This design comes from an exercise in tuning for small area, a short achievable clock period and few clock cycles on the open sky130 flow, not from production work. Where RTL was checked, it was by simulation tests only, not by an equivalence proof against the original. Only the layout flow was run in runs 1 and 7; the RTL was not checked for function there. Power figures rest on the tool's default switching activity, not on a simulated workload.

===== flow/run.sh =====
#!/bin/bash
# synth_recipe.tcl (not shown) runs the flow's synth.tcl, then flattens the netlist and writes it again
# the make line also repeats each setting of config.mk as NAME=value (left out here)
make -C /OpenROAD-flow-scripts/flow DESIGN_CONFIG=/design/flow/config.mk WORK_HOME=/design/flow/orfs CLKGATE_MAP_FILE= SYNTH_SCRIPT=/design/flow/synth_recipe.tcl finish

===== flow/config.mk =====
export PLATFORM = sky130hd
export DESIGN_NAME = flexka
export DESIGN_NICKNAME = flexka
export VERILOG_FILES = /design/flow/design.v
export SDC_FILE = /design/flow/constraint.sdc
export NUM_CORES = 4
export LEC_CHECK = 0
export CAP_MARGIN = 20
export CORE_MARGIN = 2
export CORE_UTILIZATION = 40
export CTS_CLUSTER_DIAMETER = 90
export CTS_CLUSTER_SIZE = 24
export SETUP_SLACK_MARGIN = 5
export SLEW_MARGIN = 20

===== flow/constraint.sdc =====
create_clock -name core_clock -period 8.0 [get_ports {clk}]
set_input_delay 1.6000 -clock core_clock [delete_from_list [all_inputs] [get_ports {clk}]]
set_output_delay 1.6000 -clock core_clock [all_outputs]
set_load 0.01 [all_outputs]

===== flow/design.v =====
package flexka_pkg;
  typedef logic [16-1:0] word_t;
  typedef logic [$clog2(8):0] in_addr_t;
  typedef logic [$clog2(16)-1:0] out_addr_t;
  typedef logic [31:0] cycle_t;
  typedef enum logic [2:0] {
    NONE    = 3'd0,
    SIZE_A  = 3'd1,
    SIZE_B  = 3'd2,
    DATA_A  = 3'd3,
    DATA_B  = 3'd4,
    OUTADDR = 3'd5,
    START   = 3'd6
  } command_e;
  typedef enum logic [1:0] {
    IDLE, CLEAR, MULTIPLY, FLUSH
  } state_e;
endpackage
`timescale 1ns/100ps
module flexka (
  input  logic        clk,
  input  logic        rstn,
  input  logic        cmd_valid,
  input  logic [2:0]  cmd,
  input  logic [15:0] cmd_data,
  output logic [1:0]  flexka_state,
  output logic [15:0] out_data,
  output logic [31:0] elapsed_cycles
);
  localparam logic [2:0] C_SIZE_A = 3'd1, C_SIZE_B = 3'd2, C_DATA_A = 3'd3,
                         C_DATA_B = 3'd4, C_OUTADDR = 3'd5, C_START = 3'd6;
  localparam int AW = 51;
  function automatic logic [95:0] csa48(input logic [47:0] x, y, z);
    csa48 = {((x & y) | (x & z) | (y & z)) << 1, x ^ y ^ z};
  endfunction
  function automatic logic [2*AW-1:0] csaw(input logic [AW-1:0] x, y, z);
    csaw = {((x & y) | (x & z) | (y & z)) << 1, x ^ y ^ z};
  endfunction
  logic [15:0] mem_a [8];
  logic [15:0] mem_b [8];
  logic [2:0]  ptr_a, ptr_b;
  logic start;
  assign start = cmd_valid && cmd == C_START && !flexka_state[0];
  always_ff @(posedge clk) begin
    if (!rstn) begin
      ptr_a <= '0;
      ptr_b <= '0;
    end else if (cmd_valid) begin
      case (cmd)
        C_SIZE_A: ptr_a <= '0;
        C_SIZE_B: ptr_b <= '0;
        C_DATA_A: ptr_a <= ptr_a + 3'd1;
        C_DATA_B: ptr_b <= ptr_b + 3'd1;
        default: ;
      endcase
    end
  end
  always_ff @(posedge clk) begin
    for (int k = 0; k < 8; k++) begin
      if (cmd_valid && cmd == C_DATA_A && ptr_a == 3'(k)) mem_a[k] <= cmd_data;
      if (cmd_valid && cmd == C_DATA_B && ptr_b == 3'(k)) mem_b[k] <= cmd_data;
    end
  end
  logic [2:0] nae1, nae2, d_n1;
  logic [1:0] nbc1;
  logic       na1z, nbh;
  assign d_n1 = cmd_data[2:0] - 3'd1;
  always_ff @(posedge clk) begin
    if (cmd_valid && cmd == C_SIZE_A) begin
      nae1 <= (d_n1 == 3'd0) ? 3'd1 : d_n1;
      nae2 <= (d_n1 == 3'd0) ? 3'd0 : d_n1 - 3'd1;
      na1z <= d_n1 == 3'd0;
    end
    if (cmd_valid && cmd == C_SIZE_B) begin
      nbc1 <= d_n1[2:1];
      nbh  <= !d_n1[0];    
    end
  end
  logic        eng, lastcol, load, l_ce, l_last;
  logic [3:0]  lk, klast, k2;
  logic [2:0]  li, si, nsi;
  logic [1:0]  lc, sc, nsc;
  logic [15:0] a_w;
  logic [31:0] b_w;
  assign klast  = 4'(nae1) + {1'b0, nbc1, 1'b0};
  assign load   = start || eng;
  assign l_ce   = (lc == 2'd0) || (li >= nae2);
  assign l_last = l_ce && lastcol;    
  assign k2  = lk + 4'd2;
  assign nsc = (k2[3:1] > {1'b0, nbc1}) ? nbc1 : k2[2:1];
  assign nsi = 3'(k2 - {1'b0, nsc, 1'b0});
  always_ff @(posedge clk) begin
    if (!rstn) eng <= 1'b0;
    else eng <= load && !l_last;
    if (load && !l_last) begin
      if (!l_ce) begin
        li <= li + 3'd2;
        lc <= lc - 2'd1;
      end else begin
        lk <= lk + 4'd1;
        li <= si;
        lc <= sc;
        si <= nsi;
        sc <= nsc;
        lastcol <= lk + 4'd1 == klast;
      end
    end else begin
      lk <= '0;
      li <= '0;
      lc <= '0;
      si <= 3'd1;
      sc <= 2'd0;
      lastcol <= 1'b0;
    end
  end
  assign a_w = (na1z && li[0]) ? 16'd0 : mem_a[li];
  assign b_w = {(lc == nbc1 && nbh) ? 16'd0 : mem_b[{lc, 1'b1}], mem_b[{lc, 1'b0}]};
  logic        a_v, a_first, a_ce, a_last;
  logic [7:0]  s1, s2, s3;    
  logic [31:0] opb;
  logic [33:0] opb3;
  always_ff @(posedge clk) begin
    if (!rstn) a_v <= 1'b0;
    else a_v <= load;
    a_first <= start;
    a_ce    <= l_ce;
    a_last  <= l_last;
    for (int k = 0; k < 8; k++) begin
      s1[k] <= load && a_w[2*k+1 -: 2] == 2'd1;
      s2[k] <= load && a_w[2*k+1 -: 2] == 2'd2;
      s3[k] <= load && a_w[2*k+1 -: 2] == 2'd3;
    end
    opb  <= b_w;
    opb3 <= 34'(b_w) + {1'b0, b_w, 1'b0};
  end
  logic [47:0] pp [8];
  logic [47:0] l1 [6];
  logic [47:0] l2 [4];
  logic [47:0] l3 [3];
  always_comb begin
    for (int k = 0; k < 8; k++)
      pp[k] = ((s1[k] ? 48'(opb) : 48'd0) | (s2[k] ? 48'({opb, 1'b0}) : 48'd0) |
               (s3[k] ? 48'(opb3) : 48'd0)) << (2 * k);
    for (int g = 0; g < 2; g++) {l1[2*g+1], l1[2*g]} = csa48(pp[3*g], pp[3*g+1], pp[3*g+2]);
    l1[4] = pp[6];
    l1[5] = pp[7];
    for (int g = 0; g < 2; g++) {l2[2*g+1], l2[2*g]} = csa48(l1[3*g], l1[3*g+1], l1[3*g+2]);
    {l3[1], l3[0]} = csa48(l2[0], l2[1], l2[2]);
    l3[2] = l2[3];
  end
  logic [47:0]   br [3];
  logic          b_first, b_ce, b_last, pend;
  logic [AW-1:0] acc_s, acc_c;
  always_ff @(posedge clk) begin
    if (!rstn) begin
      b_ce   <= 1'b0;
      b_last <= 1'b0;
    end else begin
      b_ce   <= a_v && a_ce && !a_last;
      b_last <= a_v && a_last;
    end
    b_first <= a_first;
    for (int k = 0; k < 3; k++) br[k] <= l3[k];
  end
  logic [AW-1:0] x_s, x_c, t1s, t1c, t2s, t2c, t3s, t3c;
  always_comb begin
    x_s = b_first ? '0 : pend ? AW'(acc_s[AW-1:16]) : acc_s;
    x_c = b_first ? '0 : pend ? AW'(acc_c[AW-1:16]) : acc_c;
    {t1c, t1s} = csaw(AW'(br[0]), AW'(br[1]), AW'(br[2]));
    {t2c, t2s} = csaw(t1s, t1c, x_s);
    {t3c, t3s} = csaw(t2s, t2c, x_c);
  end
  always_ff @(posedge clk) begin
    acc_s <= t3s;
    acc_c <= t3c;
    pend  <= b_ce;
  end
  logic        c_v;
  logic [3:0]  wk;
  logic        cout_r;
  logic [15:0] mem_p [13];
  logic [16:0] wsum;
  assign c_v  = pend;
  assign wsum = 17'(acc_s[15:0]) + 17'(acc_c[15:0]) + 17'(cout_r);
  always_ff @(posedge clk) begin
    if (start) begin
      wk     <= '0;
      cout_r <= 1'b0;
    end else if (c_v) begin
      wk     <= wk + 4'd1;
      cout_r <= wsum[16];
    end
    for (int k = 0; k < 13; k++)
      if (c_v && wk == 4'(k)) mem_p[k] <= wsum[15:0];
  end
  logic       busy;
  logic [5:0] cnt;
  always_ff @(posedge clk) begin
    if (!rstn) begin
      busy <= 1'b0;
      cnt  <= '0;
    end else begin
      if (start) busy <= 1'b1;
      else if (b_last) busy <= 1'b0;
      if (start) cnt <= '0;
      else if (busy) cnt <= cnt + 6'd1;
    end
  end
  logic [3:0]  ra0, ra1;
  logic [4:0]  rd;
  logic [15:0] out_q;
  logic [47:0] top;
  assign top = acc_s[47:0] + acc_c[47:0] + 48'(cout_r);
  assign rd  = 5'(ra1) - 5'(wk);
  always_ff @(posedge clk) begin
    if (!rstn) begin
      ra0 <= '0;
      ra1 <= '0;
    end else begin
      if (cmd_valid && cmd == C_OUTADDR) ra0 <= cmd_data[3:0];
      ra1 <= ra0;
    end
    if (rd[4]) out_q <= mem_p[ra1];
    else if (rd == 5'd0) out_q <= top[15:0];
    else if (rd == 5'd1) out_q <= top[31:16];
    else if (rd == 5'd2) out_q <= top[47:32];
    else out_q <= '0;
  end
  assign flexka_state   = {1'b0, busy};
  assign out_data       = out_q;
  assign elapsed_cycles = {26'b0, cnt};
endmodule

==> out/metrics.csv, run 1 <==
metric,value,unit
io_buffers,44,
remaining_drc_errors,0,
final_cell_mix,"edfxtp_1 (474), inv_1 (367), dfxtp_1 (335), fa_1 (274), a222oi_1 (268)",
synth.cell_area,43800,µm²
place_congestion,0.895,
rr_worst_depth,18,
max_stage_delay,0.52,ns
crit_required,8.54,ns
num_rows,121,
cp-start-kind,flip-flop,
wl_per_cell,23.9,µm
hp-start,b_ce$_SDFF_PN0_,
clkSinkCount,852,
core-area,109000,µm²
dieArea,112000,µm²
cp-end-kind,flip-flop,
io_pins,72,
clk_pin_slew,0.10,ns
post-place-ws,3.35,ns
synth.area.top_cells,"edfxtp_1 (33%), dfxtp_1 (17%), fa_1 (13%), a222oi_1 (6.1%), ha_1 (4.5%)",
worstSetupPathType,flip-flop to flip-flop,
async_flop_share,0,
pwr_density_cell,256,nW/µm²
crit_fanout,5,
yosysSeqAreaShare,0.498,
avgSynthCellArea,11.9,µm²
die_width,335,µm
r2r_start,lc[0]$_SDFF_PN0_,
root_buffer,clkbuf_16,
ff2ff_setup_slack,4.15,ns
cp_slowest_cell,a222oi_1,
drive_gt1_frac,0.162,
min_to,pend$_DFF_P_,
vias,29945,
finalCritPeriodShare,0.481,
drt-pass1-iter-count,19,
cts_buffer_depth,3,
ys_types,83,
r2r_end,opb3[31]$_DFF_P_,
fin_worst_skew,0.0546,ns
leakage,0.0194,µW
rsz0062_at_grt,true,
drv_cap,0,
synth_ff_type,edfxtp_1,
min_period,3.85,ns
setup_viol,0,
ctsHoldBuffers,0,
synth_top_area_frac,0.325,
max_clock_freq,260,MHz
cts.htree.levels,2,
drtIter0Drc,5588,
initial_core_util,0.403,
dp_hpwl,81.7,mm
viasPerCell,5.84,
finalHoldViolCount,0,
die_y,335,µm
antenna_found_initial,3,
grt_pass1_vias,29449,
cts_tree,done,
numCtsBuffers,49,
synth_area_leader_cell,edfxtp_1,
setup_tns,0,ns
mostFrequentLayoutCell,edfxtp_1,
ys_ff_latch,852,
place_area,45400,µm²
worst_slack,4.15,ns
final_util,0.458,
path_cells,inv_4 > ha_4 > buf_6 > buf_6 > a222oi_1 > a21oi_2 > ha_4 > buf_6 > o21ai_2 > o21bai_1 > a21oi_2 > a21oi_2 > o221a_2 > a41o_1 > o22ai_2 > nand2_2 > a2111oi_4 > a211oi_2,
ant_nets,0,
grtUsageTotal,0.214,
min_path_cells,0,
synth-edff-count,474,
grt_pass1_wl,186,mm
status,"complete, no violations",
slew_headroom,0.272,
peakVddDrop,0.178,mV
clk_latency,0.70,ns
wl,122,mm
grt_max_degree,73,
syn2layout_area_growth,13.8,%
worstHoldPathType,flip-flop to flip-flop,
finalInstanceArea,49800,µm²
worstMarginPinSlew,1.09,ns
yosys_warnings,9,
final_max_slew_viol_count,0,
diodes,0,
grt-ovfl-total,0,
syn_inst,3662,
finalNetCount,4129,
arrival,4.38,ns
-- area by class of cell --
cell class                 instances  area (µm²)
inverter                         373        1420
timing repair inverter             1        7.51
tap                             1414        1770
clock inverter                    20         360
clock buffer                      70        1330
fill                            9752       58900
sequential                       852       21900
timing repair buffer             218        1870
multi-input combinational       2177       21200
-- worst max-delay path, delay by kind of cell (launching register included) --
kind	cells	cell delay, ns
buf+inv	4	0.41
fa+ha+maj	2	0.49
compound gates	11	2.28
simple gates	1	0.14
flops	1	0.38
-- per-layer routing --
layer / up-vias / share of wire / GRT usage
met5: - / 0.00031 / 0
met4: 6 / 0.030 / 0.0575
met3: 234 / 0.075 / 0.0310
met2: 1502 / 0.45 / 0.339
met1: 14756 / 0.44 / 0.306
li1: 13447 / - / -
-- cells by family after synthesis --
kind of cell / Yosys count / synth area share
compound gates: 885 / 0.157
flops: 852 / 0.498
buf+inv: 659 / 0.0591
simple gates: 633 / 0.0706
fa+ha+maj: 436 / 0.172
mux: 111 / 0.0262
xor+xnor: 85 / 0.0170
other cells: 1 / 0.0000857
-- flip-flops by register name, summed over array words and instances, names as in the netlist, 4 cells and up --
signal  count
mem_p     208
mem_a     128
mem_b     128
br        122
acc_s      51
acc_c      50
opb3       34
opb        31
out_q      16
s1          8
s2          8
s3          8
cnt         6
lk          4
ra0         4
ra1         4
wk          4
-- stage by stage --
stage | cells | power [µW] | hold slack (ns)
after floorplan | 3688 | 7930 | 0.310
after global placement | 4909 | 9170 | 0.310
after detailed placement | 4910 | 9240 | 0.312
after CTS | 5094 | 12400 | 0.320
after global routing | 5125 | 13400 | 0.324
final | 5125 | 12700 | 0.322
-- cells in the mapped netlist (all sizes together), types with 47 or more instances --
library cell	number
inv	372
dfxtp	378
a22oi	79
a21oi	135
edfxtp	474
a222oi	268
mux2i	93
nor2	181
nand2	158
xnor2	54
ha	159
clkbuf	239
and2	55
buf	47
a21o	47
o21ai	101
fa	276
-- worst max path at each step --
stage	to	cells past startpoint	slack, ns	startpoint
after floorplan	opb3[31]$_DFF_P_	18	4.15	lc[0]$_SDFF_PN0_
after global placement	opb3[31]$_DFF_P_	14	3.50	lc[1]$_SDFF_PN0_
after detailed placement	opb3[31]$_DFF_P_	14	3.35	lc[1]$_SDFF_PN0_
after CTS	opb3[31]$_DFF_P_	17	4.25	lc[0]$_SDFF_PN0_
after global routing	opb3[32]$_DFF_P_	17	3.95	lc[1]$_SDFF_PN0_
final	opb3[31]$_DFF_P_	18	4.15	lc[0]$_SDFF_PN0_
-- power breakdown --
group	switching, µW	total [µW]	internal (µW)
registers	508	5800	5290
clock network	1600	2900	1300
logic	2420	4030	1610
total	4530	12700	8200
-- repair_timing --
| action | 4_1_cts | 5_1_grt |
|---|---|---|
| gates cloned | 1 | 0 |
| endpoints found under the setup margin | 438 | 195 |
| pin swaps | 109 | 50 |
| buffers inserted | 93 | 31 |
| resized for setup | 268 | 139 |
==> run 2: changes to the inputs <==
--- a/flow/design.v
+++ b/flow/design.v
@@ -36,6 +36,22 @@
   function automatic logic [2*AW-1:0] csaw(input logic [AW-1:0] x, y, z);
     csaw = {((x & y) | (x & z) | (y & z)) << 1, x ^ y ^ z};
   endfunction
+  function automatic logic [33:0] triple(input logic [31:0] b);
+    logic [33:0] x, y, g, p, cg, cp;
+    x = {2'b0, b};
+    y = {1'b0, b, 1'b0};
+    g = x & y;
+    p = x ^ y;
+    cg = g;
+    cp = p;
+    for (int d = 1; d < 34; d = d * 2)
+      for (int i = 33; i >= 0; i--)
+        if ((i & d) != 0) begin
+          cg[i] = cg[i] | (cp[i] & cg[(i & ~(d - 1)) - 1]);
+          cp[i] = cp[i] & cp[(i & ~(d - 1)) - 1];
+        end
+    triple = p ^ {cg[32:0], 1'b0};
+  endfunction
   logic [15:0] mem_a [8];
   logic [15:0] mem_b [8];
   logic [2:0]  ptr_a, ptr_b;
@@ -115,23 +131,35 @@
   end
   assign a_w = (na1z && li[0]) ? 16'd0 : mem_a[li];
   assign b_w = {(lc == nbc1 && nbh) ? 16'd0 : mem_b[{lc, 1'b1}], mem_b[{lc, 1'b0}]};
+  logic        p_v, p_first, p_ce, p_last;
+  logic [15:0] a_pre;
+  logic [31:0] b_pre;
+  always_ff @(posedge clk) begin
+    if (!rstn) p_v <= 1'b0;
+    else p_v <= load;
+    p_first <= start;
+    p_ce    <= l_ce;
+    p_last  <= l_last;
+    a_pre   <= a_w;
+    b_pre   <= b_w;
+  end
   logic        a_v, a_first, a_ce, a_last;
   logic [7:0]  s1, s2, s3;    
   logic [31:0] opb;
   logic [33:0] opb3;
   always_ff @(posedge clk) begin
     if (!rstn) a_v <= 1'b0;
-    else a_v <= load;
-    a_first <= start;
-    a_ce    <= l_ce;
-    a_last  <= l_last;
+    else a_v <= p_v;
+    a_first <= p_first;
+    a_ce    <= p_ce;
+    a_last  <= p_last;
     for (int k = 0; k < 8; k++) begin
-      s1[k] <= load && a_w[2*k+1 -: 2] == 2'd1;
-      s2[k] <= load && a_w[2*k+1 -: 2] == 2'd2;
-      s3[k] <= load && a_w[2*k+1 -: 2] == 2'd3;
-    end
-    opb  <= b_w;
-    opb3 <= 34'(b_w) + {1'b0, b_w, 1'b0};
+      s1[k] <= p_v && a_pre[2*k+1 -: 2] == 2'd1;
+      s2[k] <= p_v && a_pre[2*k+1 -: 2] == 2'd2;
+      s3[k] <= p_v && a_pre[2*k+1 -: 2] == 2'd3;
+    end
+    opb  <= b_pre;
+    opb3 <= triple(b_pre);
   end
   logic [47:0] pp [8];
   logic [47:0] l1 [6];
--- a/flow/config.mk
+++ b/flow/config.mk
@@ -10,5 +10,6 @@
 export CORE_UTILIZATION = 40
 export CTS_CLUSTER_DIAMETER = 90
 export CTS_CLUSTER_SIZE = 24
+export PLACE_DENSITY = 0.52
 export SETUP_SLACK_MARGIN = 5
 export SLEW_MARGIN = 20
==> run 2 against run 1 <==
Design area decreased by 2.8%. Wire length is 3.0% higher. Sequential power is essentially flat. Power shrank 11%. Clock skew down 0.011 ns. Via count shrank 3.4%. Global-route usage rose by 0.65 points. Setup slack better by 0.80 ns. Largest cell class unchanged. Largest power group unchanged.
==> out/metrics.csv, run 2 <==
metric,value,unit
async_flop_share,0,
setup_viol,0,
die_y,337,µm
rsz0062_at_grt,true,
finalCritPeriodShare,0.381,
cp-end-kind,flip-flop,
finalNetCount,3990,
cts_tree,done,
grt_util_met3,0.0341,
synthAdderAreaFrac,0.171,
crit_fanout,16,
io_buffers,44,
mostFrequentLayoutCell,edfxtp_1,
diodes,0,
initial_core_util,0.402,
synth_most_common_cell,edfxtp_1,
dieArea,114000,µm²
ys_ff_latch,904,
io_pins,72,
worst_slack,4.95,ns
synth_commonest_cells,"edfxtp_1 (474), dfxtp_1 (430), inv_1 (391), fa_1 (279), a222oi_1 (267)",
numCtsBuffers,50,
finalHoldViolCount,0,
grt_util_met2,0.344,
drt-pass1-iter-count,17,
wl,126,mm
yosysSeqAreaShare,0.515,
cts.htree.levels,2,
fin_worst_skew,0.0439,ns
arrival,3.37,ns
leakage,0.0192,µW
worstSetupPathType,primary input to flip-flop,
clkSinkCount,904,
place_congestion,0.876,
ys_types,88,
synth-edff-count,474,
avgSynthCellArea,12.3,µm²
cts_buffer_depth,3,
crit_required,8.32,ns
drv_cap,0,
max_clock_freq,328,MHz
syn2layout_area_growth,8.99,%
post-place-ws,3.80,ns
drtIter0Drc,4880,
worstHoldPathType,flip-flop to flip-flop,
die_width,337,µm
busiest_layer,met2,
vias,28936,
clk_latency,0.68,ns
worstMarginPinSlew,1.17,ns
setup_tns,0,ns
num_rows,122,
dp_hpwl,84.0,mm
yosys_warnings,9,
grt_pass1_vias,28490,
status,"complete, no violations",
synth.cell_area,44400,µm²
wl_per_cell,24.9,µm
final_cell_mix,"edfxtp_1 (474), dfxtp_1 (400), inv_1 (391), fa_1 (277), a222oi_1 (267)",
use_met1,0.321,
place_area,46200,µm²
synth_top_area_frac,0.321,
synth_compound_area_frac,0.146,
synth.area.top_cells,"edfxtp_1 (32%), dfxtp_1 (19%), fa_1 (13%), a222oi_1 (6.0%), ha_1 (4.5%)",
cp-start-kind,primary input,
root_buffer,clkbuf_16,
core-area,110000,µm²
finalInstanceArea,48400,µm²
slew_headroom,0.223,
top_regs,"mem_p x208, mem_a x128, mem_b x128",
grt_max_degree,73,
final_util,0.438,
synth.area.mux_share,0.0305,
remaining_drc_errors,0,
synth_top_family_by_area,adder cells,
syn_inst,3606,
min_period,3.05,ns
synth_ff_type,edfxtp_1,
synthSimpleGateAreaFrac,0.0638,
drive_gt1_frac,0.0923,
grtUsageTotal,0.220,
viasPerCell,5.73,
synthXorXnorAreaFrac,0.0146,
pwr_density_cell,235,nW/µm²
clk_pin_slew,0.08,ns
antenna_found_initial,2,
grt_pass1_wl,189,mm
ant_nets,0,
largest_reg_flops,208,
grt-ovfl-total,0,
peakVddDrop,0.198,mV
synth_area_leader_cell,edfxtp_1,
top_register,mem_p,
final_max_slew_viol_count,0,
==> run 2: area by class of cell <==
class | instances | area (µm²)
clock buffers | 74 | 1370
clock inverters | 15 | 236
fillers | 10236 | 62000
inverters | 391 | 1470
multi-input cells | 2060 | 19500
flip-flops and latches | 904 | 22900
well taps | 1488 | 1860
repair buffers | 121 | 1010
==> run 2: what timing repair did <==
item	CTS	global route
endpoints found under the hold margin	0	0
cloned	0	1
pin swaps	5	28
gates resized for setup	80	61
hold buffers	0	0
setup buffers	4	14
setup endpoints to repair	266	329
==> run 2: power breakdown <==
group / switching [µW] / internal [µW] / total (µW)
logic: 1730 / 956 / 2680
registers: 421 / 5370 / 5790
clock network: 1620 / 1280 / 2910
total: 3770 / 7610 / 11400
==> run 2: worst paths after layout <==
kind,from,end,slack (ns),cells after the start
setup / recovery,cmd[0],mem_a[4][12]$_DFFE_PP_,4.95,5
hold reg to reg,b_ce$_SDFF_PN0_,pend$_DFF_P_,0.33,0
setup reg to reg,s2[3]$_DFF_P_,br[0][32]$_DFF_P_,4.97,5
hold / removal,b_ce$_SDFF_PN0_,pend$_DFF_P_,0.33,0
==> run 2: cell families (layout without fill, tap and decap cells) <==
kind of cell,count (synthesis),in the layout
other,1,27
XOR/XNOR,74,74
adder cells (fa/ha/maj),440,440
AO/OA/AOI/OAI,810,811
AND/OR/NAND/NOR,582,582
flip-flops,904,904
buffers and inverters,669,601
multiplexers,126,126
==> run 2: metrics by stage <==
stage,power [µW],hold WS [ns],std cells
after floorplan,7380,0.310,3632
after global placement,8430,0.311,4945
after detailed placement,8470,0.312,4945
after CTS,11400,0.330,5038
after global routing,11900,0.337,5053
final,11400,0.329,5053
==> run 2: per-layer routing <==
| layer | share of wire | routed length (µm) |
|---|---|---|
| met5 | 0.00029 | 36 |
| met4 | 0.022 | 2770 |
| met3 | 0.075 | 9410 |
| met2 | 0.45 | 57000 |
| met1 | 0.45 | 56700 |
==> run 2: worst max-delay path: stages <==
cell             delay [ns]
clkdlybuf4s50_1        0.52
nand2_1                0.10
nor2_1                 0.31
and2_1                 0.30
and3_2                 0.54
Testbench counts of run 2, summed over its fixed seeds: cycles 10,206.
==> run 3: changes to the inputs <==
--- a/flow/config.mk
+++ b/flow/config.mk
@@ -10,6 +10,6 @@
 export CORE_UTILIZATION = 40
 export CTS_CLUSTER_DIAMETER = 90
 export CTS_CLUSTER_SIZE = 24
-export PLACE_DENSITY = 0.52
+export PLACE_DENSITY = 0.45
 export SETUP_SLACK_MARGIN = 5
 export SLEW_MARGIN = 20
==> run 3 against run 2 <==
Die area unchanged. Critical path depth is 1 lower. Still clean on timing, DRC and antenna. Register-to-register slack better by 0.10 ns. Maximum frequency grew 0.65%. Area after synthesis unchanged. Power down 0.29%. Clock skew shrank 0.012 ns. Sequential power is essentially flat. Setup slack improved by 0.020 ns. Synthesized cell count stayed put. Count of clock-buffer cells in the layout is 3 lower. Worst hold slack better by 0.0022 ns. Critical endpoint is now mem_a[1][9]$_DFFE_PP_.
==> out/metrics.csv, run 3 <==
metric,value,unit
drtIter0Drc,4433,
rsz0062_at_grt,true,
final_util,0.438,
ff2ff_setup_slack,5.07,ns
grt_pass1_wl,198,mm
drv_cap,0,
power_frac_comb,0.245,
switching_share,0.332,
pwr-share-seq,0.508,
min_path_cells,0,
r2r_start,opb[19]$_DFF_P_,
grt_max_degree,73,
r2r_end,br[0][30]$_DFF_P_,
final_cell_mix,"edfxtp_1 (474), dfxtp_1 (412), inv_1 (389), fa_1 (277), a222oi_1 (267)",
synth-edff-count,474,
final_max_slew_viol_count,0,
cp-start-kind,primary input,
ys_types,88,
crit_required,8.31,ns
cp-end-kind,flip-flop,
max_clock_freq,330,MHz
wl_per_cell,26.1,µm
dp_hpwl,91.4,mm
wl,132,mm
clkSinkCount,904,
p_switching,3770,µW
clk_latency,0.67,ns
synth.area.top_cells,"edfxtp_1 (32%), dfxtp_1 (19%), fa_1 (13%), a222oi_1 (6.0%), ha_1 (4.5%)",
fin_worst_skew,0.0317,ns
synth_commonest_cells,"edfxtp_1 (474), dfxtp_1 (430), inv_1 (391), fa_1 (279), a222oi_1 (267)",
grt_pass1_vias,29875,
drt-pass1-iter-count,16,
core-area,110000,µm²
avgSynthCellArea,12.3,µm²
synth_area_leader_cell,edfxtp_1,
setup_tns,0,ns
syn_inst,3606,
initial_core_util,0.402,
post-place-ws,3.57,ns
hp-start,a_first$_DFF_P_,
mostFrequentLayoutCell,edfxtp_1,
top_regs,"mem_p x208, mem_a x128, mem_b x128",
finalNetCount,4002,
status,"complete, no violations",
async_flop_share,0,
cts_buffer_depth,3,
die_y,337,µm
clk_pin_slew,0.09,ns
io_buffers,44,
ys_ff_latch,904,
rr_worst_depth,5,
viasPerCell,5.79,
synth.cell_area,44400,µm²
worstHoldPathType,flip-flop to flip-flop,
place_area,46300,µm²
ant_nets,0,
largest_reg_flops,208,
worst_slack,4.97,ns
diodes,0,
peakVddDrop,0.152,mV
grtUsageTotal,0.231,
synth_most_common_cell,edfxtp_1,
leakage,0.0192,µW
synth_ff_type,edfxtp_1,
remaining_drc_errors,0,
cts.htree.levels,2,
synth_top_area_frac,0.321,
grt-ovfl-total,0,
yosysSeqAreaShare,0.515,
root_buffer,clkbuf_16,
pwr_density_cell,235,nW/µm²
numCtsBuffers,48,
dieArea,114000,µm²
min_period,3.03,ns
top_register,mem_p,
min_to,b_first$_DFF_P_,
antenna_found_initial,2,
clockPowerShare,0.247,
syn2layout_area_growth,8.97,%
worstSetupPathType,primary input to flip-flop,
setup_viol,0,
slew_headroom,0.374,
num_rows,122,
finalCritPeriodShare,0.378,
finalHoldViolCount,0,
p_int,7590,µW
vias,29283,
place_congestion,0.859,
arrival,3.33,ns
crit_fanout,16,
io_pins,72,
finalInstanceArea,48400,µm²
cts_tree,done,
worstMarginPinSlew,0.936,ns
die_width,337,µm
drive_gt1_frac,0.0921,
yosys_warnings,9,
## run 3: cell counts after synthesis
Identical to the previous run, type by type.
## run 3: per-layer routing
layer | vias to the layer above | share of wire | GRT usage
li1 | 13036 | - | -
met1 | 14860 | 0.45 | 0.330
met2 | 1232 | 0.46 | 0.373
met3 | 155 | 0.068 | 0.0312
met4 | 0 | 0.021 | 0.0526
met5 | - | 0 | 0
## run 3: cells by family after synthesis
family | synth area share
flops | 0.515
compound gates | 0.146
buf+inv | 0.0592
simple gates | 0.0638
fa+ha+maj | 0.171
mux | 0.0305
xor+xnor | 0.0146
other cells | 0.0000845
## run 3: what timing repair did
action                                  in CTS  in global routing
hold endpoints to repair                     0                  0
resized for setup                           95                 37
hold buffers                                 0                  0
pin swaps                                   10                 11
gates cloned                                 1                  1
endpoints found under the setup margin     309                275
buffers inserted                             8                 16
## run 3: critical path, stage by stage
cell and delay (ns):
clkdlybuf4s50_1 0.53, nor2_1 0.33, and2_1 0.30, and3_2 0.56
## run 3: power groups by stage
stage	logic, µW	registers (µW)	clock network (µW)
after floorplan	1750	5640	0
after global placement	2590	5880	0
after detailed placement	2640	5880	0
after CTS	2690	5770	2910
after global routing	3060	5800	3040
final	2780	5760	2810
## run 3: metrics by stage
step	hold WS (ns)	total power (µW)	cells
floorplan	0.310	7380	3632
finish	0.331	11400	5061
global placement	0.311	8470	4952
CTS	0.332	11400	5044
global route	0.338	11900	5061
detailed placement	0.312	8520	4952
## run 3: worst max-delay path by stage
stage | start | end | slack, ns | depth (start not counted)
floorplan | cmd_valid | lastcol$_SDFFE_PN0N_ | 5.10 | 6
global placement | cmd_valid | li[2]$_SDFF_PN0_ | 3.68 | 6
detailed placement | cmd_valid | si[1]$_SDFFE_PN0N_ | 3.57 | 6
CTS | cout_r$_SDFFE_PP0P_ | out_q[0]$_DFF_P_ | 4.99 | 10
global route | cmd[0] | mem_a[1][9]$_DFFE_PP_ | 4.89 | 5
finish | cmd[2] | mem_a[1][9]$_DFFE_PP_ | 4.97 | 4
## run 3: final cells by class
class | instances | area, µm²
flip-flops and latches | 904 | 22900
multi-input cells | 2061 | 19500
inverters | 391 | 1470
clock buffers | 71 | 1350
well taps | 1488 | 1860
repair buffers | 134 | 1110
fillers | 10148 | 62000
clock inverters | 12 | 159
==> run 4: changes to the inputs <==
--- a/flow/design.v
+++ b/flow/design.v
@@ -129,10 +129,9 @@
       lastcol <= 1'b0;
     end
   end
-  assign a_w = (na1z && li[0]) ? 16'd0 : mem_a[li];
   assign b_w = {(lc == nbc1 && nbh) ? 16'd0 : mem_b[{lc, 1'b1}], mem_b[{lc, 1'b0}]};
   logic        p_v, p_first, p_ce, p_last;
-  logic [15:0] a_pre;
+  logic [2:0]  li_p;
   logic [31:0] b_pre;
   always_ff @(posedge clk) begin
     if (!rstn) p_v <= 1'b0;
@@ -140,9 +139,10 @@
     p_first <= start;
     p_ce    <= l_ce;
     p_last  <= l_last;
-    a_pre   <= a_w;
+    li_p    <= li;
     b_pre   <= b_w;
   end
+  assign a_w = (na1z && li_p[0]) ? 16'd0 : mem_a[li_p];
   logic        a_v, a_first, a_ce, a_last;
   logic [7:0]  s1, s2, s3;    
   logic [31:0] opb;
@@ -154,9 +154,9 @@
     a_ce    <= p_ce;
     a_last  <= p_last;
     for (int k = 0; k < 8; k++) begin
-      s1[k] <= p_v && a_pre[2*k+1 -: 2] == 2'd1;
-      s2[k] <= p_v && a_pre[2*k+1 -: 2] == 2'd2;
-      s3[k] <= p_v && a_pre[2*k+1 -: 2] == 2'd3;
+      s1[k] <= p_v && a_w[2*k+1 -: 2] == 2'd1;
+      s2[k] <= p_v && a_w[2*k+1 -: 2] == 2'd2;
+      s3[k] <= p_v && a_w[2*k+1 -: 2] == 2'd3;
     end
     opb  <= b_pre;
     opb3 <= triple(b_pre);
--- a/flow/config.mk
+++ b/flow/config.mk
@@ -8,8 +8,8 @@
 export CAP_MARGIN = 20
 export CORE_MARGIN = 2
 export CORE_UTILIZATION = 40
-export CTS_CLUSTER_DIAMETER = 90
-export CTS_CLUSTER_SIZE = 24
+export CTS_CLUSTER_DIAMETER = 100
+export CTS_CLUSTER_SIZE = 28
 export PLACE_DENSITY = 0.45
 export SETUP_SLACK_MARGIN = 5
 export SLEW_MARGIN = 20
==> run 4 against run 3 <==
Clock power fell by 5%. First-iteration DRC count is 2.8% lower. Die area is 0.52% lower. Sequential power shrank 1%. Cell count is 1.2% lower. Worst hold slack gained 0.0018 ns. Synthesized cell count fell by 0.64%. Register-to-register slack got worse by 0.10 ns. Sequential share of layout area hardly changed. Combinational power is essentially flat. Non-clock buffer count down 11. Highest routed layer unchanged.
==> out/metrics.csv, run 4 <==
metric,value,unit
dieArea,113000,µm²
yosys_warnings,9,
remaining_drc_errors,0,
p_switching,3710,µW
vias,28936,
core-area,109000,µm²
die_y,336,µm
place_congestion,0.868,
power_frac_comb,0.248,
place_area,46000,µm²
cts_buffer_depth,3,
dp_hpwl,92.3,mm
busiest_layer,met2,
diodes,0,
io_pins,72,
grt_pass1_vias,29484,
startpoint,cout_r$_SDFFE_PP0P_,
switching_share,0.333,
avgSynthCellArea,12.3,µm²
use_met1,0.332,
max_clock_freq,330,MHz
synth_top_area_frac,0.322,
largest_reg_flops,208,
pwr_density_cell,233,nW/µm²
drive_gt1_frac,0.0951,
syn2layout_area_growth,8.43,%
arrival,3.54,ns
grt_util_met2,0.377,
cts.htree.levels,2,
synth-edff-count,474,
syn_inst,3583,
synth.area.top_cells,"edfxtp_1 (32%), dfxtp_1 (19%), fa_1 (13%), a222oi_1 (6.1%), ha_1 (4.6%)",
root_buffer,clkbuf_16,
drt-pass1-iter-count,16,
synth.cell_area,44100,µm²
r2r_start,cout_r$_SDFFE_PP0P_,
peakVddDrop,0.159,mV
drv_cap,0,
grt_pass1_wl,197,mm
crit_fanout,3,
grtUsageTotal,0.232,
worstSetupPathType,flip-flop to flip-flop,
io_buffers,44,
leakage,0.0189,µW
pwr-share-seq,0.512,
cts_tree,done,
clockPowerShare,0.240,
num_rows,121,
worstHoldPathType,flip-flop to flip-flop,
setup_viol,0,
crit_required,8.51,ns
slew_headroom,0.284,
viasPerCell,5.79,
clk_pin_slew,0.11,ns
ctsHoldBuffers,0,
top_register,mem_p,
clkSinkCount,891,
numCtsBuffers,42,
wl,131,mm
cp-end-kind,flip-flop,
status,"complete, no violations",
min_period,3.03,ns
ys_types,97,
drtIter0Drc,4308,
final_max_slew_viol_count,0,
final_cell_mix,"edfxtp_1 (474), inv_1 (400), dfxtp_1 (390), fa_1 (278), a222oi_1 (268)",
worstMarginPinSlew,1.07,ns
mostFrequentLayoutCell,edfxtp_1,
finalNetCount,3957,
grt_util_met3,0.0292,
initial_core_util,0.404,
p_int,7420,µW
finalCritPeriodShare,0.379,
rsz0062_at_grt,true,
yosysSeqAreaShare,0.511,
clk_latency,0.66,ns
async_flop_share,0,
grt-ovfl-total,0,
cp-start-kind,flip-flop,
grt_max_degree,72,
setup_tns,0,ns
wl_per_cell,26.3,µm
top_regs,"mem_p x208, mem_a x128, mem_b x128",
die_width,336,µm
synth_area_leader_cell,edfxtp_1,
fin_worst_skew,0.0440,ns
synth_ff_type,edfxtp_1,
finalInstanceArea,47900,µm²
nFillCells,10048,
hp-start,a_first$_DFF_P_,
synth_most_common_cell,edfxtp_1,
synth_commonest_cells,"edfxtp_1 (474), dfxtp_1 (417), inv_1 (401), fa_1 (279), a222oi_1 (268)",
ys_ff_latch,891,
ant_nets,0,
finalHoldViolCount,0,
antenna_found_initial,1,
[run 4: cell count changes after synthesis, moves of 10 or more]
cell and change:
a21oi_1 +25, nor2_1 -14, dfxtp_1 -13, o21ai_1 -11, a211oi_1 -10, inv_1 +10
[run 4: power by group through the flow]
stage | combinational [µW] | sequential (µW) | clock [µW]
2_1_floorplan | 1780 | 5570 | 0
3_3_place_gp | 2600 | 5800 | 0
3_5_place_dp | 2640 | 5800 | 0
4_1_cts | 2670 | 5700 | 2770
5_1_grt | 3050 | 5730 | 2920
6_report | 2760 | 5700 | 2670
[run 4: what timing repair did]
action                                  4_1_cts  5_1_grt
gates cloned                                  0        1
setup buffers                                 8        4
pin swaps                                    13       27
gates resized for setup                      98       63
endpoints found under the setup margin      255      253
[run 4: area by class of cell]
class | instances | area, µm² | area share
flip-flops and latches | 891 | 22600 | 0.473
multi-input cells | 2035 | 19500 | 0.407
well taps | 1476 | 1850 | 0.0386
inverters | 402 | 1510 | 0.0315
clock buffers | 62 | 1190 | 0.0248
repair buffers | 123 | 1030 | 0.0214
clock inverters | 11 | 195 | 0.00408
[run 4: cell families (layout without fill, tap and decap cells)]
logic type / after synthesis / count (layout) / share of synthesized area
adder cells (fa/ha/maj): 440 / 440 / 0.172
other: 1 / 27 / 0.0000849
buffers and inverters: 684 / 598 / 0.0622
flip-flops: 891 / 891 / 0.511
AND/OR/NAND/NOR: 570 / 571 / 0.0641
multiplexers: 126 / 126 / 0.0306
XOR/XNOR: 84 / 84 / 0.0167
AO/OA/AOI/OAI: 787 / 787 / 0.143
[run 4: per-stage QoR]
| stage | worst slack (ns) | instances | total power (µW) | hold slack [ns] | utilization |
|---|---|---|---|---|---|
| 2_1_floorplan | 5.10 | 3609 | 7350 | 0.310 | - |
| 3_3_place_gp | 3.82 | 4914 | 8400 | 0.314 | 0.421 |
| 3_5_place_dp | 3.80 | 4914 | 8440 | 0.313 | 0.421 |
| 4_1_cts | 4.92 | 4995 | 11100 | 0.334 | 0.436 |
| 5_1_grt | 4.89 | 5000 | 11700 | 0.336 | 0.439 |
| 6_report | 4.97 | 5000 | 11100 | 0.332 | 0.439 |
[run 4: path summary, 6_finish.rpt]
check,endpoint,slack (ns),cells after the start
worst min register to register,b_first$_DFF_P_,0.33,0
worst max-delay path,out_q[14]$_DFF_P_,4.97,13
worst min-delay path,b_first$_DFF_P_,0.33,0
worst max register to register,out_q[14]$_DFF_P_,4.97,13
[run 4: routing by layer]
layer / share of wire / vias up / wire length, µm
met5: 0 / - / 0
met4: 0.020 / 0 / 2690
met3: 0.066 / 152 / 8660
met2: 0.47 / 1195 / 61200
met1: 0.45 / 14762 / 58900
li1: - / 12827 / -
[run 4: worst max-delay path, stage by stage, from the launching register on]
cell,delay [ns]
dfxtp_4,0.38
ha_4,0.15
inv_2,0.04
fa_2,0.35
nor2b_2,0.13
o31a_1,0.17
buf_6,0.12
o21ai_4,0.06
a2111oi_4,0.51
o21ai_2,0.11
o21ai_1,0.16
xor2_1,0.11
a221oi_2,0.43
o211ai_1,0.16
Testbench counts of run 4, summed over its fixed seeds: cycles 10,206.
==> run 5: changes to the inputs <==
--- a/flow/config.mk
+++ b/flow/config.mk
@@ -8,8 +8,8 @@
 export CAP_MARGIN = 20
 export CORE_MARGIN = 2
 export CORE_UTILIZATION = 40
-export CTS_CLUSTER_DIAMETER = 100
-export CTS_CLUSTER_SIZE = 28
-export PLACE_DENSITY = 0.45
+export CTS_CLUSTER_DIAMETER = 90
+export CTS_CLUSTER_SIZE = 24
+export PLACE_DENSITY = 0.4
 export SETUP_SLACK_MARGIN = 5
 export SLEW_MARGIN = 20
==> run 5 against run 4 <==
Synthesized cell count stayed put. Area after synthesis stayed put. Global-route usage is 0.15 points higher. Setup slack better by 0.012 ns. Critical endpoint is now mem_a[2][6]$_DFFE_PP_. Highest routed layer is now met5.
==> out/metrics.csv, run 5 <==
metric,value,unit
final_max_slew_viol_count,0,
place_area,45900,µm²
io_buffers,44,
final_cell_mix,"edfxtp_1 (474), inv_1 (400), dfxtp_1 (397), fa_1 (278), a222oi_1 (268)",
max_stage_delay,0.54,ns
initial_core_util,0.404,
dr_wl_met2,61.1,mm
finalHoldViolCount,0,
avgSynthCellArea,12.3,µm²
worstMarginPinSlew,1.03,ns
dp_hpwl,92.9,mm
die_y,336,µm
synth_compound_area_frac,0.143,
synth_area_leader_cell,edfxtp_1,
grt-ovfl-total,0,
grt_max_degree,65,
yosysSeqAreaShare,0.511,
min_period,3.02,ns
syn2layout_area_growth,9.16,%
top_register,mem_p,
dieArea,113000,µm²
numCtsBuffers,48,
synth_most_common_cell,edfxtp_1,
cp-start-kind,primary input,
cts.htree.levels,2,
clk_pin_slew,0.09,ns
setup_viol,0,
cts_tree,done,
cp_slowest_cell,and3_2,
arrival,3.30,ns
cp-end-kind,flip-flop,
core-area,109000,µm²
finalCritPeriodShare,0.378,
synth.cell_area,44100,µm²
remaining_drc_errors,0,
finalNetCount,3971,
cts_buffer_depth,3,
leakage,0.0191,µW
wl_per_cell,26.3,µm
drv_cap,0,
antenna_found_initial,3,
rsz0062_at_grt,true,
root_buffer,clkbuf_16,
wl,132,mm
die_width,336,µm
viasPerCell,5.74,
ant_nets,0,
wl_met1,60.2,mm
final_cells,5021,
synth.area.mux_share,0.0306,
finalHoldWorstSlack,0.317,ns
synth_top_area_frac,0.322,
finalInstanceArea,48200,µm²
synth_ff_type,edfxtp_1,
synthAdderAreaFrac,0.172,
grt_pass1_vias,29416,
worstHoldPathType,flip-flop to flip-flop,
diodes,0,
path_cells,clkdlybuf4s50_1 > nand2_1 > nor2_1 > and2_1 > and3_2,
synthSimpleGateAreaFrac,0.0641,
worstSetupPathType,primary input to flip-flop,
grtUsageTotal,0.233,
place_congestion,0.840,
synthXorXnorAreaFrac,0.0167,
async_flop_share,0,
synth.area.top_cells,"edfxtp_1 (32%), dfxtp_1 (19%), fa_1 (13%), a222oi_1 (6.1%), ha_1 (4.6%)",
max_clock_freq,331,MHz
setup_tns,0,ns
vias,28805,
pwr_density_cell,236,nW/µm²
dp.cells,4913,
synth_commonest_cells,"edfxtp_1 (474), dfxtp_1 (417), inv_1 (401), fa_1 (279), a222oi_1 (268)",
peakVddDrop,0.149,mV
fin_worst_skew,0.0298,ns
grt_pass1_wl,198,mm
ys_ff_latch,891,
slew_headroom,0.310,
crit_fanout,16,
synth_top_family_by_area,adder cells,
largest_reg_flops,208,
io_pins,72,
drive_gt1_frac,0.0987,
clkSinkCount,891,
wl_met3,8.24,mm
syn_inst,3583,
final_util,0.442,
ctsHoldBuffers,0,
synth-edff-count,474,
nFillCells,10152,
clk_latency,0.66,ns
num_rows,121,
min_path_cells,0,
ys_types,97,
status,"complete, no violations",
drtIter0Drc,4551,
yosys_warnings,9,
crit_required,8.28,ns
rr_worst_depth,13,
mostFrequentLayoutCell,edfxtp_1,
top_regs,"mem_p x208, mem_a x128, mem_b x128",
drt-pass1-iter-count,15,
highest_layer,met5,
[run 5: changes by cell type in the layout (fill, tap and decap cells not counted), moves of 4 or more]
cell       change
dfxtp_1        +7
and3_4         -6
and3_2         +5
clkbuf_16      +5
a21oi_1        -4
a21oi_2        +4
and2_2         -4
clkbuf_1       +4
dfxtp_2        -4
[run 5: area by class of cell]
type                    count  area, µm²  share of cell area
clock inverters            15        225             0.00467
flip-flops and latches    891      22600               0.469
repair buffers            132       1140              0.0237
well taps                1476       1850              0.0383
inverters                 402       1510              0.0313
clock buffers              71       1330              0.0276
multi-input cells        2034      19500               0.405
[run 5: cells by family after synthesis]
group                      after synthesis
AOI/OAI and AO/OA                      787
and+or+nand+nor                        570
xor gates and xnor gates                84
muxes                                  126
buffers and inverters                  684
adders and majority gates              440
DFF                                    891
other                                    1
[run 5: worst max-delay path: cells and delay by family]
family,cells,cell delay (ns)
buffers and inverters,1,0.52
AND/OR/NAND/NOR,4,1.17
[run 5: worst paths after layout]
check	start	end	slack, ns
setup / recovery	cmd[0]	mem_a[2][6]$_DFFE_PP_	4.98
hold / removal	a_first$_DFF_P_	b_first$_DFF_P_	0.32
setup reg to reg	cout_r$_SDFFE_PP0P_	out_q[6]$_DFF_P_	5.02
hold reg to reg	a_first$_DFF_P_	b_first$_DFF_P_	0.32
[run 5: power breakdown]
group          total [µW]  switching, µW  internal (µW)
Combinational        2810           1790           1020
Sequential           5700            391           5310
Clock                2850           1580           1270
[run 5: metal layers]
| layer | global-route usage | vias up |
|---|---|---|
| met2 | 0.375 | 1147 |
| met3 | 0.0296 | 154 |
| met4 | 0.0490 | 4 |
| met5 | 0 | - |
| li1 | - | 12866 |
| met1 | 0.338 | 14634 |
[run 5: repair_timing]
item	in CTS	in global routing
setup buffers	12	10
pin swaps	14	21
setup endpoints to repair	322	295
gates resized for setup	81	74
[run 5: through the flow]
stage                     worst slack (ns)  total power (µW)
final                                 4.98             11400
after global routing                  4.88             11900
after CTS                             4.90             11300
after detailed placement              3.69              8450
after global placement                3.77              8420
after floorplan                       5.10              7350
==> run 6: changes to the inputs <==
--- a/flow/config.mk
+++ b/flow/config.mk
@@ -10,6 +10,6 @@
 export CORE_UTILIZATION = 40
 export CTS_CLUSTER_DIAMETER = 90
 export CTS_CLUSTER_SIZE = 24
-export PLACE_DENSITY = 0.4
+export PLACE_DENSITY = 0.45
 export SETUP_SLACK_MARGIN = 5
 export SLEW_MARGIN = 20
==> run 6 against run 5 <==
Setup slack gained 0.0077 ns. Combinational power shrank 2%. Via count grew 0.27%. Cell count fell by 0.12%. Global-route usage decreased by 0.17 points. Core utilization decreased by 0.22 points. Flip-flop and latch count stayed put. First-iteration DRC count down 3.6%. Sequential share of layout area grew 0.24 points. Critical path depth rose by 5. Critical endpoint is now out_q[15]$_DFF_P_.
==> out/metrics.csv, run 6 <==
metric,value,unit
drt-pass1-iter-count,12,
cts_tree,done,
finalHoldViolCount,0,
pwr-share-seq,0.507,
yosysSeqAreaShare,0.511,
die_width,336,µm
nFillCells,10037,
worstHoldPathType,flip-flop to flip-flop,
final_cell_mix,"edfxtp_1 (474), inv_1 (400), dfxtp_1 (395), fa_1 (278), a222oi_1 (268)",
place_congestion,0.868,
grt_max_degree,72,
syn2layout_area_growth,8.62,%
clk_latency,0.67,ns
wl_per_cell,26.2,µm
status,"complete, no violations",
max_clock_freq,332,MHz
clockPowerShare,0.249,
root_buffer,clkbuf_16,
io_pins,72,
synth.cell_area,44100,µm²
critical_path.most_common_cell,a21o_1,
diodes,0,
grt_util_met2,0.376,
synth_commonest_cells,"edfxtp_1 (474), dfxtp_1 (417), inv_1 (401), fa_1 (279), a222oi_1 (268)",
peakVddDrop,0.144,mV
critPathBufInv,0,
dieArea,113000,µm²
grt_util_met3,0.0286,
busiest_layer,met2,
total_power,11200,µW
synth_most_common_cell,edfxtp_1,
synth-edff-count,474,
viasPerCell,5.76,
num_rows,121,
leakage,0.0190,µW
rsz0062_at_grt,true,
grtUsageTotal,0.231,
path_cells,ha_1 > a21o_1 > a21o_1 > a21oi_1 > nand2_1 > o211ai_4 > a31oi_4 > a41oi_1 > mux2i_1 > o211ai_1,
setup_viol,0,
synth.area.top_cells,"edfxtp_1 (32%), dfxtp_1 (19%), fa_1 (13%), a222oi_1 (6.1%), ha_1 (4.6%)",
pwr_density_cell,234,nW/µm²
worstSetupPathType,flip-flop to flip-flop,
wl,131,mm
p_int,7490,µW
drtIter0Drc,4387,
power_frac_comb,0.245,
p_switching,3730,µW
core-area,109000,µm²
cp-start-kind,flip-flop,
use_met1,0.332,
top_regs,"mem_p x208, mem_a x128, mem_b x128",
finalNetCount,3965,
antenna_found_initial,1,
setup_tns,0,ns
grt-ovfl-total,0,
final_max_slew_viol_count,0,
cp_slowest_cell,a41oi_1,
clkSinkCount,891,
synth_top_area_frac,0.322,
worstMarginPinSlew,1.09,ns
finalCritPeriodShare,0.377,
ys_types,97,
synth_ff_type,edfxtp_1,
cp-end-kind,flip-flop,
dp_hpwl,92.3,mm
crit_fanout,8,
min_period,3.01,ns
die_y,336,µm
ys_ff_latch,891,
ant_nets,0,
async_flop_share,0,
largest_reg_flops,208,
remaining_drc_errors,0,
mostFrequentLayoutCell,edfxtp_1,
drive_gt1_frac,0.0952,
finalHoldWorstSlack,0.331,ns
synth_area_leader_cell,edfxtp_1,
syn_inst,3583,
drv_cap,0,
vias,28882,
cts.htree.levels,2,
yosys_warnings,9,
crit_required,8.53,ns
initial_core_util,0.404,
arrival,3.55,ns
ctsHoldBuffers,0,
io_buffers,44,
path_delay_family,compound AO/OA/AOI/OAI gates,
avgSynthCellArea,12.3,µm²
slew_headroom,0.271,
grt_pass1_wl,197,mm
clk_pin_slew,0.10,ns
max_stage_delay,0.50,ns
top_register,mem_p,
cts_buffer_depth,3,
numCtsBuffers,49,
grt_pass1_vias,29549,
fin_worst_skew,0.0500,ns
switching_share,0.333,
==> run 6: repair_timing <==
action	CTS	global route
resized for setup	98	49
gates cloned	0	1
pin swaps	12	20
endpoints found under the setup margin	247	263
setup buffers	8	5
==> run 6: power groups by stage <==
stage	Sequential, µW	Clock [µW]	Combinational (µW)
final	5690	2790	2740
after CTS	5700	2900	2670
after global placement	5800	0	2600
after global routing	5720	3050	3040
after detailed placement	5800	0	2640
after floorplan	5570	0	1780
==> run 6: cells by family after synthesis <==
kind of cell    after synthesis  share of synthesized area
fa+ha+maj                   440                      0.172
compound gates              787                      0.143
xor+xnor                     84                     0.0167
buf+inv                     684                     0.0622
other cells                   1                  0.0000849
mux                         126                     0.0306
simple gates                570                     0.0641
flops                       891                      0.511
==> run 6: layout make-up <==
class	count	area, µm²	area share
repair buffers	124	1040	0.0218
clock inverters	17	223	0.00464
flip-flops and latches	891	22600	0.472
multi-input cells	2035	19400	0.405
clock buffers	70	1310	0.0272
inverters	402	1510	0.0315
well taps	1476	1850	0.0385
==> run 6: metal layers <==
layer / routed length, µm / up-vias / part of all wire
met5: 0 / - / 0
met4: 3160 / 0 / 0.024
met3: 8780 / 164 / 0.067
met2: 60900 / 1170 / 0.46
met1: 58400 / 14686 / 0.44
li1: - / 12862 / -
==> run 6: per-stage QoR <==
step | cells | area [µm²] | setup slack, ns | utilization
after global placement | 4914 | 45900 | 3.82 | 0.421
after global routing | 5015 | 48000 | 4.88 | 0.439
after floorplan | 3609 | 44300 | 5.10 | -
after CTS | 5009 | 47700 | 4.91 | 0.437
final | 5015 | 48000 | 4.99 | 0.439
after detailed placement | 4914 | 46000 | 3.80 | 0.421
==> run 6: final timing paths <==
kind / slack (ns) / from / to / depth (start not counted)
worst max-delay path: 4.99 / acc_s[22]$_DFF_P_ / out_q[15]$_DFF_P_ / 10
worst min-delay path: 0.33 / b_ce$_SDFF_PN0_ / pend$_DFF_P_ / 0
worst max register to register: 4.99 / acc_s[22]$_DFF_P_ / out_q[15]$_DFF_P_ / 10
worst min register to register: 0.33 / b_ce$_SDFF_PN0_ / pend$_DFF_P_ / 0
==> run 7: changes to the inputs <==
--- a/flow/design.v
+++ b/flow/design.v
@@ -238,7 +238,7 @@
   logic [4:0]  rd;
   logic [15:0] out_q;
   logic [47:0] top;
-  assign top = acc_s[47:0] + acc_c[47:0] + 48'(cout_r);
+  assign top = {acc_s[47:16] + acc_c[47:16] + 32'(wsum[16]), wsum[15:0]};
   assign rd  = 5'(ra1) - 5'(wk);
   always_ff @(posedge clk) begin
     if (!rstn) begin
==> run 7 against run 6 <==
Power fell by 1.2%. Critical path type unchanged. Via count fell by 2.6%. Clock skew fell by 0.014 ns. Sequential share of layout area rose by 0.40 points. Still clean. Combinational power fell by 11%. Register-to-register slack got worse by 1.1 ns.
==> out/metrics.csv, run 7 <==
metric,value,unit
final_cell_mix,"edfxtp_1 (474), dfxtp_1 (406), inv_1 (386), fa_1 (278), a222oi_1 (266)",
ctsHoldBuffers,0,
min_period,4.15,ns
syn_inst,3486,
cp_slowest_cell,fa_2,
num_rows,121,
total_power,11100,µW
critPathBufInv,2,
die_y,334,µm
fin_worst_skew,0.0360,ns
synth_top_area_frac,0.326,
setup_tns,0,ns
io_pins,72,
max_clock_freq,241,MHz
cp-end-kind,flip-flop,
final_max_slew_viol_count,0,
synth-edff-count,474,
wl,127,mm
synth_commonest_cells,"edfxtp_1 (474), dfxtp_1 (417), inv_1 (386), fa_1 (281), a222oi_1 (266)",
initial_core_util,0.402,
synth_ff_type,edfxtp_1,
yosysSeqAreaShare,0.518,
yosys_warnings,9,
cts.htree.levels,2,
critical_path.most_common_cell,fa_2,
root_buffer,clkbuf_16,
max_stage_delay,0.37,ns
worstHoldPathType,flip-flop to flip-flop,
final_util,0.438,
drt-pass1-iter-count,15,
top_regs,"mem_p x208, mem_a x128, mem_b x128",
largest_reg_flops,208,
cts_buffer_depth,3,
leakage,0.0189,µW
finalHoldWorstSlack,0.330,ns
grt_util_met3,0.0295,
rsz0062_at_grt,true,
worstMarginPinSlew,1.18,ns
cts_tree,done,
crit_required,8.50,ns
place_congestion,0.843,
syn2layout_area_growth,8.98,%
grt_util_met2,0.359,
slew_headroom,0.212,
remaining_drc_errors,0,
async_flop_share,0,
path_cells,ha_4 > fa_2 > a211oi_2 > nor2_2 > o2111ai_2 > a31oi_1 > nor2_1 > o21a_1 > o21ai_2 > fa_2 > inv_2 > fa_2 > nand2b_4 > a21oi_4 > o21ai_4 > buf_4 > a31oi_1 > o21ai_1 > nand2b_1 > a21oi_2 > xor2_2 > o221ai_1,
clk_latency,0.67,ns
ys_types,84,
grt_pass1_vias,28612,
peakVddDrop,0.196,mV
clkSinkCount,891,
drive_gt1_frac,0.0895,
viasPerCell,5.77,
numCtsBuffers,49,
antenna_found_initial,0,
finalCritPeriodShare,0.519,
busiest_layer,met2,
synth.cell_area,43600,µm²
setup_viol,0,
drv_cap,0,
path_delay_family,compound AO/OA/AOI/OAI gates,
synth.area.top_cells,"edfxtp_1 (33%), dfxtp_1 (19%), fa_1 (13%), a222oi_1 (6.1%), ha_1 (4.6%)",
mostFrequentLayoutCell,edfxtp_1,
core-area,109000,µm²
synth_most_common_cell,edfxtp_1,
post-place-ws,3.74,ns
use_met1,0.328,
grtUsageTotal,0.225,
worstSetupPathType,flip-flop to flip-flop,
arrival,4.65,ns
io_buffers,44,
grt-ovfl-total,0,
dieArea,112000,µm²
worst_slack,3.85,ns
drtIter0Drc,4387,
grt_pass1_wl,190,mm
finalNetCount,3888,
cp-start-kind,flip-flop,
nFillCells,9976,
dp_hpwl,88.4,mm
diodes,0,
finalHoldViolCount,0,
avgSynthCellArea,12.5,µm²
synth_area_leader_cell,edfxtp_1,
crit_fanout,3,
grt_max_degree,73,
status,"complete, no violations",
clk_pin_slew,0.09,ns
pwr_density_cell,233,nW/µm²
top_register,mem_p,
ant_nets,0,
wl_per_cell,26.1,µm
die_width,334,µm
ys_ff_latch,891,
vias,28141,
run 7: cell count changes after synthesis, sizes merged, moves of 8 or more:
| cell | before | now |
|---|---|---|
| a221oi | 39 | 8 |
| a22o | 36 | 13 |
| nand4 | 32 | 20 |
| a211oi | 19 | 27 |
| clkbuf | 225 | 210 |
| nand2b | 17 | 26 |
| a22oi | 81 | 114 |
| inv | 402 | 386 |
| a21oi | 121 | 81 |
| nand2 | 135 | 125 |
run 7: per-stage QoR:
| step | std cells | instance area (µm²) |
|---|---|---|
| 2_1_floorplan | 3512 | 43800 |
| 6_report | 4876 | 47500 |
| 3_3_place_gp | 4765 | 45400 |
| 5_1_grt | 4876 | 47500 |
| 3_5_place_dp | 4765 | 45500 |
| 4_1_cts | 4865 | 47300 |
run 7: final cells by class:
class	count	area [µm²]	share of cell area
clock inverters	15	213	0.00448
multi-input cells	1972	19000	0.400
inverters	386	1450	0.0305
flip-flops and latches	891	22600	0.476
well taps	1414	1770	0.0372
clock buffers	73	1430	0.0301
repair buffers	125	1040	0.0220
run 7: power by group:
| part | internal, µW | switching [µW] |
|---|---|---|
| clock network | 1320 | 1590 |
| logic | 908 | 1540 |
| registers | 5300 | 424 |
| total | 7520 | 3560 |
run 7: worst paths after layout:
check / cells after the start / endpoint / startpoint / slack [ns]
max reg2reg: 22 / out_q[0]$_DFF_P_ / acc_s[0]$_DFF_P_ / 3.85
min: 0 / pend$_DFF_P_ / b_ce$_SDFF_PN0_ / 0.33
min reg2reg: 0 / pend$_DFF_P_ / b_ce$_SDFF_PN0_ / 0.33
max: 22 / out_q[0]$_DFF_P_ / acc_s[0]$_DFF_P_ / 3.85
run 7: layer usage:
metal | vias up | part of all wire
li1 | 12551 | -
met1 | 14298 | 0.45
met2 | 1151 | 0.46
met3 | 141 | 0.067
met4 | 0 | 0.019
met5 | - | 0
run 7: kinds of logic after synthesis:
group / synth area share
adder cells (fa/ha/maj): 0.175
buffers and inverters: 0.0585
flip-flops: 0.518
XOR/XNOR: 0.0171
other: 0.0000860
AO/OA/AOI/OAI: 0.139
AND/OR/NAND/NOR: 0.0601
multiplexers: 0.0323
run 7: timing repair:
| action | in CTS | in global routing |
|---|---|---|
| gates resized for setup | 64 | 22 |
| endpoints found under the setup margin | 282 | 287 |
| buffers inserted | 12 | 10 |
| pin swaps | 14 | 22 |

==> static timing again, ports no longer ideal <==
Ports are ideal in the flow. The routed layouts listed here were re-timed in OpenROAD. Step 1, drivers: a clkbuf_16 drives clk and a buf_2 each remaining input, both assumed. Step 2 times the ports against the registers' clock, not the clock port: input delays grow and output delays shrink by t, the midpoint of the rising clock arrivals with the driver on. Slacks: no drivers / after step 1 / after step 2; pairs: no drivers / after step 1.
| run | t, ns | setup WS [ns] | clock arrival spread, ns | pins driven straight from the clock port |
|---|---|---|---|---|
| run 1 | 0.746 | 4.153 / 4.153 / 4.153 | 0.059 / 0.059 | 1 |
| run 2 | 0.742 | 4.952 / 4.968 / 4.264 | 0.052 / 0.052 | 1 |
| run 3 | 0.716 | 4.972 / 5.003 / 4.300 | 0.037 / 0.036 | 1 |
| run 4 | 0.714 | 4.966 / 4.966 / 4.464 | 0.053 / 0.053 | 1 |
| run 5 | 0.720 | 4.977 / 4.998 / 4.308 | 0.031 / 0.030 | 1 |
| run 6 | 0.717 | 4.985 / 4.985 / 4.447 | 0.053 / 0.052 | 1 |
| run 7 | 0.724 | 3.848 / 3.848 / 3.848 | 0.040 / 0.040 | 1 |
After both steps setup and hold are still met in every run listed. The setup slack of run 2, which loses most, moves by +0.016 ns with the drivers and by -0.688 ns with both steps.
